This is an optimization exercise on Yosys and OpenROAD, whose aim is small area and a short achievable clock period, not a production implementation.
RTL that was checked went through simulation tests only; none was proved equivalent to the original.
Power and IR drop assume default switching activity.

// jpeg_fb_writer
module jpeg_fb_writer #(
  parameter int unsigned       ADDR_W    = 32,
  parameter logic [ADDR_W-1:0] BASE_ADDR = 32'h0010_0000,
  parameter int unsigned       PIX_FMT   = 0
) (
  input  logic              clk,
  input  logic              reset,
  input  logic              in_valid_i,
  input  logic [15:0]       in_width_i,
  input  logic [15:0]       in_height_i,
  input  logic [15:0]       in_x_i,
  input  logic [15:0]       in_y_i,
  input  logic [7:0]        in_r_i,
  input  logic [7:0]        in_g_i,
  input  logic [7:0]        in_b_i,
  output logic              in_accept_o,
  output logic              wr_valid_o,
  output logic [ADDR_W-1:0] wr_addr_o,
  output logic [31:0]       wr_data_o,
  output logic [3:0]        wr_strb_o,
  input  logic              wr_ready_i,
  output logic              frame_done_o,
  output logic              busy_o,
  output logic [15:0]       crop_count_o,
  output logic              geom_err_o
);
  localparam int L = 14;   
  logic        active_q, start_pend_q, frame_done_q, geom_err_q;
  logic        s1_valid_q, s1_crop_q, wr_valid_q, strb_q;
  logic [15:0] s1_x_q;
  logic [7:0]  s1_one_q, s1_two_q, s1_neg_q;   
  logic        s1_y15_q;
  logic [7:0]  enc_one, enc_two, enc_neg;
  logic [16:0] y_ext;
  logic [23:0] s1_rgb_q;
  logic [L-1:0]  wr_lo_q;
  logic          wr_c_q;
  logic [29:L]   wr_a_q, wr_b_q;
  logic [23:0] wr_rgb_q;
  logic [15:0] wn_q, w_q, h_q, col_q, row_q, crop_cnt_q;
  logic        en, accept, hs, use_latched, in_bounds, start_ok, wr_load;
  logic        idle, count, col_last, last, frame_end;
  logic        active_d, start_pend_d, wr_valid_d, s1_valid_d;
  logic [15:0] w_used, h_used;
  logic [L:0]  lo_sum;
  logic [29:L] hi_sum;
  assign en          = !wr_valid_q | wr_ready_i;
  assign accept      = en & in_valid_i;
  assign hs          = wr_valid_q & wr_ready_i;
  assign idle        = !active_q & !frame_done_q;
  assign use_latched = active_q | start_pend_q;
  assign w_q         = ~wn_q;
  assign w_used      = use_latched ? w_q : in_width_i;
  assign h_used      = use_latched ? h_q : in_height_i;
  assign in_bounds   = (in_x_i < w_used) & (in_y_i < h_used);
  assign start_ok    = accept & in_bounds & !use_latched;
  assign y_ext = {in_y_i, 1'b0};
  always_comb begin
    for (int i = 0; i < 8; i++) begin
  ...
export LEC_CHECK = 0
export CAP_MARGIN = 20
export CORE_MARGIN = 2
export CORE_UTILIZATION = 40
export CTS_BUF_LIST = sky130_fd_sc_hd__clkbuf_4 sky130_fd_sc_hd__clkbuf_8
export SETUP_SLACK_MARGIN = 4.6
export SLEW_MARGIN = 20
export SYNTH_HIERARCHICAL = 1
create_clock -name core_clock -period 9.0 [get_ports {clk}]
standard.sh (not shown) runs the stock make flow with config.mk's settings and CLKGATE_MAP_FILE= SYNTH_SCRIPT=/design/flow/synth_recipe.tcl, a recipe that flattens the netlist after the stock synthesis.
==> flow/flow/run.sh <==
#!/bin/bash
# Own layout flow: the standard flow, with plain buf_1 cells as the port buffers
# (instead of the delay-cell buffer the resizer picks by default). Every port still gets
# its own buffer. The full make output goes to std_flow.log in the work folder.
set -euo pipefail
export BUFFER_PORTS_ARGS="-buffer_cell sky130_fd_sc_hd__buf_1"
bash standard.sh finish > std_flow.log 2>&1
Edit:
--- a/flow/design.v
+++ b/flow/design.v
@@ -514,17 +514,23 @@
       s1_x_q    <= in_x_i;
       s1_one_q  <= enc_one;
       s1_two_q  <= enc_two;
       s1_neg_q  <= enc_neg;
       s1_y15_q  <= in_y_i[15];
       s1_rgb_q  <= {in_r_i, in_g_i, in_b_i};
       s1_crop_q <= !in_bounds;
     end
-    if (wr_load) wr_rgb_q <= s1_rgb_q;
+    if (wr_load) begin
+      wr_lo_q  <= lo_sum[L-1:0];
+      wr_c_q   <= lo_sum[L];
+      wr_a_q   <= mra[29:L];
+      wr_b_q   <= mrb[29:L];
+      wr_rgb_q <= s1_rgb_q;
+    end
     if (start_ok) begin
       wn_q  <= ~in_width_i;
       h_q   <= in_height_i;
       col_q <= w_used;
       row_q <= in_height_i;
     end else if (count) begin
       col_q <= col_last ? w_used : col_q - 16'd1;
       if (col_last) row_q <= row_q - 16'd1;
@@ -534,46 +540,36 @@
     if (!reset) begin
       active_q     <= 1'b0;
       start_pend_q <= 1'b0;
       frame_done_q <= 1'b0;
       geom_err_q   <= 1'b0;
       s1_valid_q   <= 1'b0;
       wr_valid_q   <= 1'b0;
       strb_q       <= 1'b0;
-      wr_lo_q      <= '0;
-      wr_c_q       <= 1'b0;
-      wr_a_q       <= '0;
-      wr_b_q       <= '0;
       crop_cnt_q   <= '0;
     end else begin
       active_q     <= active_d;
       start_pend_q <= start_pend_d;
       frame_done_q <= frame_end;
       if (active_q & accept & ((in_width_i != w_q) | (in_height_i != h_q)))
         geom_err_q <= 1'b1;
       s1_valid_q   <= s1_valid_d;
       wr_valid_q   <= wr_valid_d;
-      if (wr_load) begin
-        strb_q  <= 1'b1;
-        wr_lo_q <= lo_sum[L-1:0];
-        wr_c_q  <= lo_sum[L];
-        wr_a_q  <= mra[29:L];
-        wr_b_q  <= mrb[29:L];
-      end
+      if (wr_load) strb_q <= 1'b1;
       if (start_ok)
         crop_cnt_q <= 16'd0;
       else if (en & s1_valid_q & s1_crop_q & (crop_cnt_q != 16'hFFFF))
         crop_cnt_q <= crop_cnt_q + 16'd1;
     end
   end
   jfw_cpa_hi u_hi (.a(wr_a_q), .b(wr_b_q), .ci(wr_c_q), .s(hi_sum));
   jfw_accept u_acc (.wr_valid(wr_valid_q), .wr_ready(wr_ready_i), .accept(in_accept_o));
   assign wr_valid_o   = wr_valid_q;
-  assign wr_addr_o    = {hi_sum, wr_lo_q, 2'b00};
+  assign wr_addr_o    = strb_q ? {hi_sum, wr_lo_q, 2'b00} : 32'd0;
   assign wr_data_o    = strb_q ? {8'h00, wr_rgb_q} : 32'd0;
   assign wr_strb_o    = {4{strb_q}};
   assign frame_done_o = frame_done_q;
   assign busy_o       = active_q | frame_done_q | s1_valid_q | wr_valid_q | start_pend_q;
   assign crop_count_o = crop_cnt_q;
   assign geom_err_o   = geom_err_q;
 endmodule
 module jfw_cpa_hi (input logic [29:14] a, b, input logic ci, output logic [29:14] s);
- maximum frequency went down by a few percent
- sequential share of layout area grows by 3.2 points
- setup slack got worse by 0.25 ns
- synthesized area decreases slightly
- wire length came out lower by a little under a tenth


Setup of v6:
jpeg_fb_writer, a different RTL version from the one above (not shown whole).
Size: roughly 1500 cells after synthesis, about 180 I/O pins, roughly 0.017 mm2 of cells after synthesis.
Settings: LEC_CHECK=0, CAP_MARGIN=20, CORE_MARGIN=2, CORE_UTILIZATION=40, SETUP_SLACK_MARGIN=4.6, SLEW_MARGIN=20, SYNTH_HIERARCHICAL=1; clock period 9.0 ns.
Scripts as last shown in full above: flow/flow/run.sh
Inputs modified between v6 and v7:
--- a/flow/design.v
+++ b/flow/design.v
@@ -28,37 +28,42 @@
   logic        active_q, start_pend_q, frame_done_q, busy_q, geom_err_q;
   logic        s1_valid_q, s1_crop_q, wr_valid_q, strb_q;
   logic [15:0] s1_x_q, s1_yn_q;
   logic [23:0] s1_rgb_q;
   logic [L-1:0]  wr_lo_q;
   logic          wr_c_q;
   logic [29:L]   wr_a_q, wr_b_q;
   logic [23:0] wr_rgb_q;
   logic [15:0] wn_q, w_q, h_q, col_q, row_q, crop_cnt_q;
   logic        en, accept, hs, use_latched, in_bounds, start_ok, wr_load;
   logic        idle, count, col_last, last, frame_end;
   logic        active_d, start_pend_d, wr_valid_d, s1_valid_d;
-  logic [15:0] w_used, h_used;
+  logic        in_fresh, in_latched;
   logic [L:0]  lo_sum;
   logic [29:L] hi_sum;
   assign en          = !wr_valid_q | wr_ready_i;
   assign accept      = en & in_valid_i;
   assign hs          = wr_valid_q & wr_ready_i;
   assign idle        = !active_q & !frame_done_q;
   assign use_latched = active_q | start_pend_q;
   assign w_q         = ~wn_q;
-  assign w_used      = use_latched ? w_q : in_width_i;
-  assign h_used      = use_latched ? h_q : in_height_i;
-  assign in_bounds   = (in_x_i < w_used) & (in_y_i < h_used);
-  assign start_ok    = accept & in_bounds & !use_latched;
+  logic        x_lt_in, y_lt_in, x_lt_q, y_lt_q;
+  jfw_lt16 u_xi (.a(in_x_i), .b(in_width_i),  .lt(x_lt_in));
+  jfw_lt16 u_yi (.a(in_y_i), .b(in_height_i), .lt(y_lt_in));
+  jfw_lt16 u_xq (.a(in_x_i), .b(w_q),         .lt(x_lt_q));
+  jfw_lt16 u_yq (.a(in_y_i), .b(h_q),         .lt(y_lt_q));
+  assign in_fresh    = x_lt_in & y_lt_in;
+  assign in_latched  = x_lt_q & y_lt_q;
+  assign in_bounds   = use_latched ? in_latched : in_fresh;
+  assign start_ok    = accept & in_fresh & !use_latched;
   wire [15:0] yn = s1_yn_q;
   wire [15:0] wn = wn_q;
   wire [15:0] x  = s1_x_q;
   wire ms0, mc0;
   jfw_ha u_ms0 (.a(x[12]), .b(~(yn[0] | wn[12])), .s(ms0), .co(mc0));
   wire ms1, mc1;
   jfw_fa u_ms1 (.a(x[13]), .b(~(yn[0] | wn[13])), .c(~(yn[10] | wn[3])), .s(ms1), .co(mc1));
   wire ms2, mc2;
   jfw_ha u_ms2 (.a(~(yn[11] | wn[2])), .b(~(yn[12] | wn[1])), .s(ms2), .co(mc2));
   wire ms3, mc3;
   jfw_fa u_ms3 (.a(x[14]), .b(~(yn[0] | wn[14])), .c(~(yn[10] | wn[4])), .s(ms3), .co(mc3));
   wire ms4, mc4;
@@ -547,28 +552,28 @@
       s1_crop_q <= !in_bounds;
     end
     if (wr_load) begin
       wr_lo_q  <= lo_sum[L-1:0];
       wr_c_q   <= lo_sum[L];
       wr_a_q   <= mra[29:L];
       wr_b_q   <= mrb[29:L];
       wr_rgb_q <= s1_rgb_q;
     end
     if (start_ok) begin
       wn_q  <= ~in_width_i;
       h_q   <= in_height_i;
-      col_q <= w_used;
+      col_q <= in_width_i;
       row_q <= in_height_i;
     end else if (count) begin
-      col_q <= col_last ? w_used : col_q - 16'd1;
+      col_q <= col_last ? w_q : col_q - 16'd1;
       if (col_last) row_q <= row_q - 16'd1;
     end
   end
   always_ff @(posedge clk) begin
     if (!reset) begin
       active_q     <= 1'b0;
       start_pend_q <= 1'b0;
       frame_done_q <= 1'b0;
       busy_q       <= 1'b0;
       geom_err_q   <= 1'b0;
       s1_valid_q   <= 1'b0;
       wr_valid_q   <= 1'b0;
@@ -597,23 +602,26 @@
   assign wr_data_o    = strb_q ? {8'h00, wr_rgb_q} : 32'd0;
   assign wr_strb_o    = {4{strb_q}};
   assign frame_done_o = frame_done_q;
   assign busy_o       = busy_q;
   assign crop_count_o = crop_cnt_q;
   assign geom_err_o   = geom_err_q;
 endmodule
 module jfw_cpa_hi (input logic [29:8] a, b, input logic ci, output logic [29:8] s);
   logic [30-8:0] t;
   assign t = {a, 1'b1} + {b, ci};
   assign s = t[30-8:1];
 endmodule
+module jfw_lt16 (input logic [15:0] a, b, output logic lt);
+  assign lt = a < b;
+endmodule
 module jfw_accept (input logic wr_valid, wr_ready, output logic accept);
   assign accept = !wr_valid | wr_ready;
 endmodule
 module jfw_fa (input logic a, b, c, output logic s, co);
   assign s  = a ^ b ^ c;
   assign co = (a & b) | (c & (a ^ b));
 endmodule
 module jfw_ha (input logic a, b, output logic s, co);
   assign s  = a ^ b;
   assign co = a & b;
 endmodule
Taking v6 as 1.0, v7 lands at 0.74 on power density over the cells. On clock network latency to the later pin of the worst-skew pair, v7 and v6 are neck and neck. Against v6, v7 comes in 0.54 points lower on layout overhead on the synthesized area. On core footprint, the lower figure sits with v6, not v7. In v7, the global-route usage came out 0.71 points above the value in v6. Compared v7 vs v6, and total placed cells including tap cells is up in v7. Leakage power of v7 exceeds that of v6 by a few percent. Between v7 and v6, it is v7 whose synthesized cell count is higher, by 178.
No run of this note included a check of the RTL's function; only the layout flow was run.


trial 48:
Another version of the RTL of jpeg_fb_writer (not shown whole).
For scale: ~1700 cells after synthesis, roughly 180 I/O pins, ~0.017 mm^2 of cells after synthesis.
// jpeg_fb_writer
module jpeg_fb_writer #(
  parameter int unsigned       ADDR_W    = 32,
  parameter logic [ADDR_W-1:0] BASE_ADDR = 32'h0010_0000,
  parameter int unsigned       PIX_FMT   = 0
) (
  input  logic              clk,
  input  logic              reset,
  input  logic              in_valid_i,
  input  logic [15:0]       in_width_i,
  input  logic [15:0]       in_height_i,
  input  logic [15:0]       in_x_i,
  input  logic [15:0]       in_y_i,
  input  logic [7:0]        in_r_i,
  input  logic [7:0]        in_g_i,
  input  logic [7:0]        in_b_i,
  output logic              in_accept_o,
  output logic              wr_valid_o,
  output logic [ADDR_W-1:0] wr_addr_o,
  output logic [31:0]       wr_data_o,
  output logic [3:0]        wr_strb_o,
  input  logic              wr_ready_i,
  output logic              frame_done_o,
  output logic              busy_o,
  output logic [15:0]       crop_count_o,
  output logic              geom_err_o
);
  localparam int L = 14;   
  ...
Settings: LEC_CHECK=0, CAP_MARGIN=20, CORE_MARGIN=2, CORE_UTILIZATION=40, CTS_BUF_LIST=sky130_fd_sc_hd__clkbuf_4 sky130_fd_sc_hd__clkbuf_8, CTS_CLUSTER_DIAMETER=80, CTS_CLUSTER_SIZE=16, SETUP_SLACK_MARGIN=5.0, SLEW_MARGIN=20, SYNTH_HIERARCHICAL=1; clock period 9.0 ns.
Scripts as last shown in full above: flow/flow/run.sh
Relative to trial 48, the following input files were edited for build 68:
--- a/flow/design.v
+++ b/flow/design.v
@@ -19,17 +19,17 @@
   output logic [31:0]       wr_data_o,
   output logic [3:0]        wr_strb_o,
   input  logic              wr_ready_i,
   output logic              frame_done_o,
   output logic              busy_o,
   output logic [15:0]       crop_count_o,
   output logic              geom_err_o
 );
-  localparam int L = 14;   
+  localparam int L = 15;   
   logic        active_q, start_pend_q, frame_done_q, geom_err_q;
   logic        s1_valid_q, s1_crop_q, wr_valid_q, strb_q;
   logic [16:0] s1_z_q;                         
   logic [7:0]  s1_one_q, s1_two_q;             
   logic [6:0]  s1_neg_q;
   logic [7:0]  enc_one, enc_two, enc_neg;
   logic [16:0] b_ext;
   logic [16:0] z_d;
@@ -460,17 +460,17 @@
   wire ms127, mc127;
   jfw_fa u_ms127 (.a(mc72), .b(mc97), .c(ms98), .s(ms127), .co(mc127));
   wire ms128, mc128;
   jfw_fa u_ms128 (.a(mc73), .b(ms99), .c(mc98), .s(ms128), .co(mc128));
   wire ms129, mc129;
   jfw_fa u_ms129 (.a(pp7_14), .b(ms100), .c(mc99), .s(ms129), .co(mc129));
   wire [29:0] mra = {ms129, mc127, mc126, ms126, ms125, mc123, mc122, mc121, mc120, mc119, mc118, mc117, mc116, mc115, mc114, mc113, mc112, mc111, mc110, mc109, mc108, mc107, mc106, mc105, mc104, mc103, mc102, mc101, ms101, z[0]};
   wire [29:0] mrb = {mc128, ms128, ms127, mc125, mc124, ms124, ms123, ms122, ms121, ms120, ms119, ms118, ms117, ms116, ms115, ms114, ms113, ms112, ms111, ms110, ms109, ms108, ms107, ms106, ms105, ms104, ms103, ms102, pp0_0, 1'b0};
-  assign lo_sum      = {1'b0, mra[L-1:0]} + {1'b0, mrb[L-1:0]};
+  jfw_cpa_lo u_lo (.a(mra[L-1:0]), .b(mrb[L-1:0]), .s(lo_sum));
   assign wr_load     = en & s1_valid_q & !s1_crop_q;
   assign s1_valid_d  = en ? in_valid_i : s1_valid_q;
   assign wr_valid_d  = en ? (s1_valid_q & !s1_crop_q) : wr_valid_q;
   assign count       = active_q & hs;
   assign col_last    = col_q == 16'd1;
   assign last        = col_last & (row_q == 16'd1);
   assign frame_end   = count & last;
   assign active_d     = (idle & (start_pend_q | start_ok)) | (active_q & !frame_end);
@@ -536,24 +536,27 @@
   assign wr_addr_o    = {hi_sum, wr_lo_q, 2'b00};
   assign wr_data_o    = {8'h00, wr_rgb_q};
   assign wr_strb_o    = {4{strb_q}};
   assign frame_done_o = frame_done_q;
   assign busy_o       = active_q | frame_done_q | s1_valid_q | wr_valid_q | start_pend_q;
   assign crop_count_o = crop_cnt_q;
   assign geom_err_o   = geom_err_q;
 endmodule
+module jfw_cpa_lo (input logic [15-1:0] a, b, output logic [15:0] s);
+  assign s = {1'b0, a} + {1'b0, b};
+endmodule
 module jfw_cpa_pg (
-  input  logic [29-14:0] p, g,
+  input  logic [29-15:0] p, g,
   input  logic                 ci,
-  output logic [29-14:0] s
+  output logic [29-15:0] s
 );
-  localparam int N  = 30 - 14;
+  localparam int N  = 30 - 15;
   localparam int M  = N + 1;
-  localparam int LV = 5;   
+  localparam int LV = 4;   
   logic [(LV+1)*M-1:0] gg, pp;
   assign gg[M-1:0] = {g, ci};
   assign pp[M-1:0] = {p, 1'b0};
   for (genvar l = 0; l < LV; l++) begin : g_lvl
     for (genvar i = 0; i < M; i++) begin : g_pos
       if (i >= (1 << l)) begin : g_op
         assign gg[(l+1)*M+i] = gg[l*M+i] | (pp[l*M+i] & gg[l*M+i-(1<<l)]);
         assign pp[(l+1)*M+i] = pp[l*M+i] & pp[l*M+i-(1<<l)];
Results
Diff trial 48..build 68 | worst hold slack | negligible
Clock power was higher in the run labelled trial 48.
Total power per unit cell area, trial 48 and build 68: lower on trial 48
On global-route wire length before repair, trial 48 loses to build 68.
Compared with trial 48, build 68 ends up with more cell area.
Between trial 48 and build 68, layout overhead on the synthesized area is lower for trial 48, build 68 comes in above that.
Relative to trial 48, die area has increased by about 1.1% in build 68.
Diff trial 48 -> build 68 | fraction of layout instances using a drive strength above 1 | decrease of 0.57 points
The faster design of the two is trial 48; build 68 tops out lower.
Function was not checked in any run of this note: the RTL went through the layout flow alone.

[static timing again, ports no longer ideal]
No port has a modelled driver above. Below, the same layouts with a new extraction and two added sets of constraints.
Step 1 assumes that a clkbuf_16 drives the clock port and a buf_2 every other input.
Step 2 moves the port delays by t, midway between the first and last clock arrival at a register: inputs arrive t later, outputs are due t later. That takes back most of the time a late clock gives input paths.
a / b / c = ideal / step 1 / step 2; a / b = the first two.
run | shift t [ns] | slack for setup (ns) | pins driven straight from the clock port
the first run of note 1 | 0.635 | 4.719 / 4.670 / 4.218 | 1
the second run of note 1 | 0.654 | 4.466 / 4.418 / 4.162 | 1
v6 | 0.610 | 4.370 / 4.318 / 4.284 | 1
v7 | 0.594 | 4.497 / 4.447 / 4.204 | 1
trial 48 | 0.629 | 4.975 / 4.927 / 4.378 | 1
build 68 | 0.614 | 4.852 / 4.812 / 4.489 | 1
After both steps setup and hold are still met in every run listed. The setup slack of trial 48, which loses most, moves by -0.048 ns with the drivers and by -0.597 ns with both steps.
